From an optimization exercise on the open Yosys and OpenROAD flow, aimed at small area, a short achievable clock period and few clock cycles per item; shortcuts taken in it are not production practice.
In this exercise RTL edits were held to simulation tests only and were not proved equivalent to the original.

File: run.sh
#!/bin/bash
# synth_recipe.tcl (not shown) runs the flow's synth.tcl, then flattens the netlist and writes it again
# the make line also repeats each setting of config.mk as NAME=value (left out here)
make -C /OpenROAD-flow-scripts/flow DESIGN_CONFIG=/design/flow/config.mk WORK_HOME=/design/flow/orfs CLKGATE_MAP_FILE= SYNTH_SCRIPT=/design/flow/synth_recipe.tcl finish
File: config.mk
export PLATFORM = sky130hd
export DESIGN_NAME = gcd_lcm_unit_core
export DESIGN_NICKNAME = gcd_lcm_unit_core
export VERILOG_FILES = /design/flow/design.v
export SDC_FILE = /design/flow/constraint.sdc
export NUM_CORES = 4
export LEC_CHECK = 0
export CAP_MARGIN = 20
export CORE_MARGIN = 2
export CORE_UTILIZATION = 40
export SLEW_MARGIN = 20
File: constraint.sdc
create_clock -name core_clock -period 6.0 [get_ports {clk_i}]
set_input_delay 1.2000 -clock core_clock [delete_from_list [all_inputs] [get_ports {clk_i}]]
set_output_delay 1.2000 -clock core_clock [all_outputs]
set_load 0.01 [all_outputs]
File: design.v
`timescale 1ns / 1ps
`default_nettype none
package glu_pkg;
  localparam int unsigned DataW = 64;
  localparam int unsigned WorkW = DataW + 1;
  localparam int unsigned CntW  = 7;
  localparam int unsigned InDataW  = 2 * DataW;
  localparam int unsigned OutDataW = DataW;
  localparam logic OpGcd = 1'b0;
  localparam logic OpLcm = 1'b1;
  typedef enum logic [2:0] {
    StIdle = 3'd0,
    StSa   = 3'd1,   
    StGcd  = 3'd2,   
    StGfin = 3'd3,   
    StDiv  = 3'd4,   
    StMul  = 3'd5,   
    StFill = 3'd6,   
    StOut  = 3'd7
  } state_e;
endpackage : glu_pkg
`default_nettype wire
`timescale 1ns / 1ps
`default_nettype none
import glu_pkg::*;
module gcd_lcm_unit_core (
  input  wire logic                clk_i,
  input  wire logic                rst_ni,
  input  wire logic                s_axis_tvalid,
  output      logic                s_axis_tready,
  input  wire logic [glu_pkg::InDataW-1:0]  s_axis_tdata,   
  input  wire logic                s_axis_tuser,   
  output      logic                m_axis_tvalid,
  input  wire logic                m_axis_tready,
  output      logic [glu_pkg::OutDataW-1:0] m_axis_tdata,   
  output      logic                m_axis_tuser    
);
  glu_pkg::state_e   state_q, state_d;
  logic [WorkW-1:0]  u_q, u_d;      
  logic [WorkW-1:0]  v_q, v_d;      
  logic [CntW-1:0]   k_q, k_d;      
  logic [CntW-1:0]   c_q, c_d;      
  logic              sb_q, sb_d;    
  logic              ovf_q, ovf_d;
  logic [DataW-1:0]  op_a, op_b;
  logic              op_lcm, a_zero, b_zero;
  assign op_a   = s_axis_tdata[DataW-1:0];
  assign op_b   = s_axis_tdata[InDataW-1:DataW];
  assign op_lcm = s_axis_tuser;
  assign a_zero = (op_a == '0);
  assign b_zero = (op_b == '0);
  typedef enum logic [1:0] {ASelZero, ASelU, ASelV2} asel_e;
  typedef enum logic [1:0] {BSelZero, BSelV, BSelA, BSelB} bsel_e;
  asel_e             asel;
  bsel_e             bsel;
  logic              inv, cin;
  logic [WorkW-1:0]  add_a, add_b, s;
  logic              sh0;           
  logic              divmode;       
  logic              qbit;
  logic [1:0]        j;
  logic [2:0]        fill;
  logic [WorkW+2:0]  sh_ext;
  logic [WorkW-1:0]  sh;
  logic              r_zero;
  logic [WorkW-1:0]  rmask;
  logic              mbit, mul_ovf;
  logic [CntW-1:0]   c_dec;
  logic              mul_last;
  always_comb begin
    case (asel)
      ASelU:   add_a = u_q;
      ASelV2:  add_a = {v_q[WorkW-2:0], 1'b0};
      default: add_a = '0;
    endcase
    case (bsel)
      BSelV:   add_b = v_q;
      BSelA:   add_b = {op_a[DataW-1], op_a};
      BSelB:   add_b = {op_b[DataW-1], op_b};
      default: add_b = '0;
    endcase
  end
  assign s = add_a + (add_b ^ {WorkW{inv}}) + {{(WorkW-1){1'b0}}, cin};
  always_comb begin
    if (sh0 || s[0]) j = 2'd0;
    else if (s[1])   j = 2'd1;
    else if (s[2])   j = 2'd2;
    else             j = 2'd3;
  end
  assign fill   = divmode ? {2'b00, qbit} : {3{s[WorkW-1]}};
  assign sh_ext = {fill, s} >> j;
  assign sh     = sh_ext[WorkW-1:0];
  always_comb begin
    for (int i = 0; i < WorkW; i++) rmask[i] = (i + int'(c_q) <= DataW);
  end
  assign r_zero = ((u_q & rmask) == '0);
  assign mbit     = u_q[WorkW-1];
  assign mul_ovf  = v_q[DataW-1] | s[WorkW-1];
  assign c_dec    = c_q - CntW'(1);
  assign mul_last = (c_dec == k_q);
  assign m_axis_tvalid = (state_q == StOut);
  assign m_axis_tdata  = v_q[DataW-1:0];
  assign m_axis_tuser  = ovf_q;
  always_comb begin
    state_d = state_q;
    u_d     = u_q;
    v_d     = v_q;
    k_d     = k_q;
    c_d     = c_q;
    sb_d    = sb_q;
    ovf_d   = ovf_q;
    asel    = ASelZero;
    bsel    = BSelZero;
    inv     = 1'b0;
    cin     = 1'b0;
    sh0     = 1'b0;
    divmode = 1'b0;
    qbit    = 1'b0;
    s_axis_tready = 1'b0;
    case (state_q)
      StIdle, StOut: begin
        if (state_q == StIdle || m_axis_tready) begin
          state_d = StIdle;
          if (s_axis_tvalid) begin
            bsel    = BSelA;
            inv     = op_a[DataW-1];
            cin     = op_a[DataW-1];
            u_d     = sh;
            k_d     = CntW'(j);
            ovf_d   = 1'b0;
            state_d = StSa;
          end
        end
      end
      StSa: begin
        if (a_zero || b_zero) begin
          sh0 = 1'b1;
          if (op_lcm == OpGcd) begin
            bsel = a_zero ? BSelB : BSelA;
            inv  = a_zero ? op_b[DataW-1] : op_a[DataW-1];
            cin  = inv;
          end
          v_d           = sh;
          s_axis_tready = 1'b1;
          state_d       = StOut;
        end else if (!u_q[0]) begin
          asel = ASelU;
          u_d  = sh;
          k_d  = k_q + CntW'(j);
        end else begin
          bsel    = BSelB;
          v_d     = sh;
          c_d     = CntW'(j);
          sb_d    = 1'b1;
          state_d = StGcd;
        end
      end
      StGcd: begin
        if (u_q == '0) begin
          if (op_lcm == OpGcd) begin
            if (!v_q[WorkW-1] && k_q == '0) begin
              s_axis_tready = 1'b1;
              state_d       = StOut;
            end else begin
              state_d = StGfin;
            end
          end else begin
            bsel    = BSelA;
            inv     = op_a[DataW-1];
            cin     = op_a[DataW-1];
            divmode = 1'b1;
            u_d     = sh;
            c_d     = CntW'(j);
            state_d = StDiv;
          end
        end else if (!u_q[0]) begin
          asel = ASelU;
          u_d  = sh;
        end else if (!v_q[0]) begin
          bsel = BSelV;
          v_d  = sh;
          if (sb_q) c_d = c_q + CntW'(j);
        end else begin
          asel = ASelU;
          bsel = BSelV;
          inv  = !v_q[WorkW-1];
          cin  = !v_q[WorkW-1];
          if (s[WorkW-1]) v_d = sh;
          else            u_d = sh;
          if (sb_q) begin
            sb_d = 1'b0;
            if (c_q < k_q) k_d = c_q;
          end
        end
      end
      StGfin: begin
        sh0 = 1'b1;
        if (v_q[WorkW-1]) begin
          bsel = BSelV;
          inv  = 1'b1;
          cin  = 1'b1;
          if (k_q == '0) begin
            s_axis_tready = 1'b1;
            state_d       = StOut;
          end
        end else begin
          asel = ASelV2;
          k_d  = k_q - CntW'(1);
          if (k_q == CntW'(1)) begin
            s_axis_tready = 1'b1;
            state_d       = StOut;
          end
        end
        v_d = sh;
      end
      StDiv: begin
        divmode = 1'b1;
        if (r_zero) begin
          sh0 = 1'b1;
          bsel = mbit ? BSelB : BSelZero;
          inv  = mbit & op_b[DataW-1];
          cin  = inv;
          v_d  = sh;
          u_d  = {u_q[WorkW-2:0], 1'b0};
          c_d  = c_dec;
          if (mul_last) begin
            s_axis_tready = 1'b1;
            state_d       = StOut;
          end else begin
            state_d = StMul;
          end
        end else begin
          asel = ASelU;
          if (u_q[0]) begin
            bsel = BSelV;
            inv  = !v_q[WorkW-1];
            cin  = !v_q[WorkW-1];
            qbit = 1'b1;
          end
          u_d = sh;
          c_d = c_q + CntW'(j);
        end
      end
      StMul: begin
        sh0  = 1'b1;
        asel = ASelV2;
        bsel = mbit ? BSelB : BSelZero;
        inv  = mbit & op_b[DataW-1];
        cin  = inv;
        v_d  = sh;
        u_d  = {u_q[WorkW-2:0], 1'b0};
        c_d  = c_dec;
        if (mul_ovf) begin
          state_d = StFill;
        end else if (mul_last) begin
          s_axis_tready = 1'b1;
          state_d       = StOut;
        end
      end
      StFill: begin
        sh0           = 1'b1;
        inv           = 1'b1;
        v_d           = sh;
        ovf_d         = 1'b1;
        s_axis_tready = 1'b1;
        state_d       = StOut;
      end
      default: state_d = StIdle;
    endcase
  end
  always_ff @(posedge clk_i or negedge rst_ni) begin
    if (!rst_ni) begin
      state_q <= StIdle;
    end else begin
      state_q <= state_d;
    end
  end
  always_ff @(posedge clk_i) begin
    u_q   <= u_d;
    v_q   <= v_d;
    k_q   <= k_d;
    c_q   <= c_d;
    sb_q  <= sb_d;
    ovf_q <= ovf_d;
  end
endmodule
`default_nettype wire
==> run notes <==
==> logic make-up (layout without fill, tap and decap cells) <==
logic type,Yosys count,in the layout,synth area share
buffers and inverters,284,1181,0.07644
adders and majority gates,88,88,0.06118
and+or+nand+nor,833,834,0.2122
DFF,149,149,0.2417
xor gates and xnor gates,151,151,0.07210
muxes,137,137,0.07549
AOI/OAI and AO/OA,740,740,0.2609
==> layer usage <==
layer / track usage / vias up
li1: - / 10560
met1: 0.5309 / 11430
met2: 0.6407 / 1642
met3: 0.08365 / 344
met4: 0.2131 / 4
met5: 0 / -
==> flip-flops by register name, summed over array words and instances (netlist names) <==
register	flops
sb_q	1
v_q	65
c_q	7
ovf_q	1
k_q	7
state_q	3
u_q	65
==> final cells by class <==
type | instances | area share
inverters | 53 | 0.006885
well taps | 600 | 0.02489
clock inverters | 15 | 0.005433
multi-input cells | 1950 | 0.4756
clock buffers | 17 | 0.01410
repair buffers | 1096 | 0.3253
flip-flops and latches | 149 | 0.1478
==> per-stage QoR <==
stage	setup TNS (ps)	hold WS (ps)	util	area, µm²	std cells
finish	-757440	695.4	0.6633	30170	3880
global route	-777570	738.1	0.6633	30170	3880
CTS	-703090	701.6	0.6374	28990	3841
detailed placement	-977870	680.3	0.5823	26480	3733
global placement	-960190	662.1	0.5823	26480	3733
floorplan	-524010	544.3	-	18860	2382
==> worst register-to-register path, delay by kind of cell (launching register included) <==
family | cells | cell delay (ps)
buffers and inverters | 22 | 2850
AND/OR/NAND/NOR | 7 | 1250
XOR/XNOR | 2 | 270
flip-flops | 1 | 410
AO/OA/AOI/OAI | 15 | 3640
adder cells (fa/ha/maj) | 1 | 310
multiplexers | 2 | 380
==> what timing repair did <==
| action | in CTS | in global routing |
|---|---|---|
| setup buffers | 81 | 39 |
| setup endpoints to repair | 276 | 276 |
| resized for setup | 301 | 170 |
| endpoints found under the hold margin | 0 | 0 |
| pin swaps | 150 | 115 |
| cloned | 6 | 15 |
==> cell usage in the layout, fill, tap and decap left out, types with 13 or more instances in the layout <==
| master | n |
|---|---|
| o21a_1 | 15 |
| buf_12 | 43 |
| nor2_2 | 15 |
| nor3_1 | 43 |
| nand4_1 | 39 |
| a21oi_2 | 17 |
| clkbuf_16 | 29 |
| nor2b_1 | 30 |
| edfxtp_1 | 146 |
| nor4_1 | 47 |
| nand2_1 | 302 |
| a22oi_1 | 13 |
| nand2b_1 | 21 |
| nand3_1 | 49 |
| ha_1 | 73 |
| xnor2_1 | 112 |
| nor2_1 | 151 |
| clkdlybuf4s50_1 | 198 |
| o22ai_1 | 14 |
| and3_1 | 19 |
| nand2_2 | 16 |
| inv_1 | 45 |
| o21ai_0 | 131 |
| mux2i_4 | 13 |
| a21o_1 | 58 |
| buf_6 | 57 |
| o211ai_1 | 22 |
| mux2_4 | 15 |
| o21ai_1 | 52 |
| a22o_1 | 69 |
| a31oi_1 | 22 |
| mux2i_1 | 98 |
| a21oi_1 | 125 |
| o21ai_2 | 39 |
| xor2_1 | 21 |
| buf_4 | 773 |
==> final timing paths <==
path	from	endpoint	slack (ps)	cells after the start
min in group asynchronous	rst_ni	state_q[2]	900	1
min	u_q[25]	u_q[26]	700	3
min reg2reg	u_q[25]	u_q[26]	700	3
max	s_axis_tdata[127]	s_axis_tready	-3740	29
max in group asynchronous	rst_ni	state_q[0]	4950	1
max reg2reg	c_q[1]	v_q[60]	-3390	49
==> results.toml <==
[floorplanning]
coreArea_um2 = 45480
floorplan.io_pins = 200
die_area_um2 = 47850
width_of_the_die_um = 218.8
placementRows = 78
die_y_extent_um = 218.8
initial_utilization = 0.4056

[detailed_routing]
antenna_left = 0
met3WireLength_um = 10670
routed.top_layer = "met5"
wire_length_on_met1_um = 40020
sum_of_routed_wire_length_over_all_layers_um = 101900
drt_pre_antenna_iters = 7
wl_per_cell_um = 26.27
viasPerCell = 6.179
met2WireLength_um = 44910
drc_errors = 0
vias = 23970
first_iter_violations = 2677

[clocking]
cts_hold_buffers = 0
clock_sink_count = 149
cts_buffer_count = 17
cts_max_level = 4
clkLatencyLatePin_ps = 490
worst_setup_hold_path_clk_slew_ps = 70
tritoncts = "yes"
clockBufferDepth = 2
clk_root_buffer_cell = "clkbuf_16"

[final_layout]
antenna_fix_cells = 0
multi_input_area_um2 = 14350
area_growth_pct = 63.52
final-seq-area_um2 = 4459
final.fill_count = 3774
final_net_count = 3487
final_layout_size_suffix_gt1_frac = 0.3735

[critical_path]
worst_path_largest_cell_delay_ps = 570
timing.critical_path.slowest_stage_cell = "clkdlybuf4s50_1"
crit_top_cell = "buf_4"
critPathArrivalTime_ps = 8540
cpLargestDelayFamily = "compound AO/OA/AOI/OAI gates"
crit_path_end_kind = "primary output"
timing_worst_setup_path_type = "in -> out"
timing.critical_path.fanout_max = 25
crit_buf_inv = 5
critical_path_source_type = "primary input"
critical_path_required_ps = 4800

[yosys]
synth_top_cells_by_area = "edfxtp_1 (24%), nand2_1 (6.5%), mux2i_1 (6.5%), o21ai_0 (6.0%), xnor2_1 (5.8%)"
most_frequent_cells_after_synthesis = "nand2_1 (321), o21ai_0 (221), nor2_1 (173)"
ys_types = 83
async_reset_ff_frac = 0.02013
synth.most_common_cell = "nand2_1"
mapped_area_um2 = 18450
synth_nets = 2602
synthesis.yosys.warnings = 1
yosys.area.top_type = "edfxtp_1"
synthesis.instances = 2382
synth_seq_area_share = 0.2417
synth.top_cell.area_share = 0.2377
ys_dominant_reg_cell = "edfxtp_1"
ys_seq_elements = 149
synth-edff-count = 146
syn_avg_cell_area_um2 = 7.745

[placement]
dpl.hpwl_um = 78670
gpl.final_weighted_congestion = 1.069
port-buffer-count = 199
pre_cts_ws_ps = -4531

[flow_run]
drv.max_cap_violation_count = 0

[timing]
final.period_utilization = 1.624
worst_slew_pin_slew_ps = 819.0
finalSetupViolations = 276
rsz0062_at_grt = "true"
postLayoutSetupSlackWorst_ps = -3745
skew_ps = 16.25
period_minus_slack_ps = 9745
worst_slew_margin_rel = 0.4490
maxClockFrequency_ghz = 0.1026
finalHoldViolations = 0
maxSlewViolCount = 0

[global_route]
antenna_violations_before_repair = 4
global_route.usage.total = 0.4092
grt_overflow_total = 0
grt_pass1_vias = 22740
grt_first_pass_wirelength_um = 144700
grt_start_max_net_pins = 66

[run_status]
status = "failed layout checks"
layout.failed_checks = "setup timing"

[worst_hold_path]
hold_class = "reg -> reg"
Testbench counts, summed over its fixed seeds: cycles 42,368, items 960.

re-timing with driven ports:
How much do the figures lean on ideal ports? The routed layout below was timed once more, with nothing changed but the port constraints. Step 1 (the two cells are an assumption about what drives the block):
set clk [get_ports {clk_i}]
set_driving_cell -lib_cell sky130_fd_sc_hd__clkbuf_16 $clk
set_driving_cell -lib_cell sky130_fd_sc_hd__buf_2 [delete_from_list [all_inputs] $clk]
Step 2 moves the port delays by t, midway between the first and last clock arrival at a register: inputs arrive t later, outputs are due t later. That takes back most of the time a late clock gives input paths. Slacks: ideal / step 1 / step 2; pairs: ideal / step 1.
shift t [ns]: 0.544
slack for setup (ns): -3.745 / -3.770 / -3.770
hold slack, ns: 0.695 / 0.695 / 0.695
worst setup path at the end: input to output
pins driven straight from the clock port: 1
The setup slack of this run moves by -0.025 ns with the drivers and by -0.025 ns with both steps.
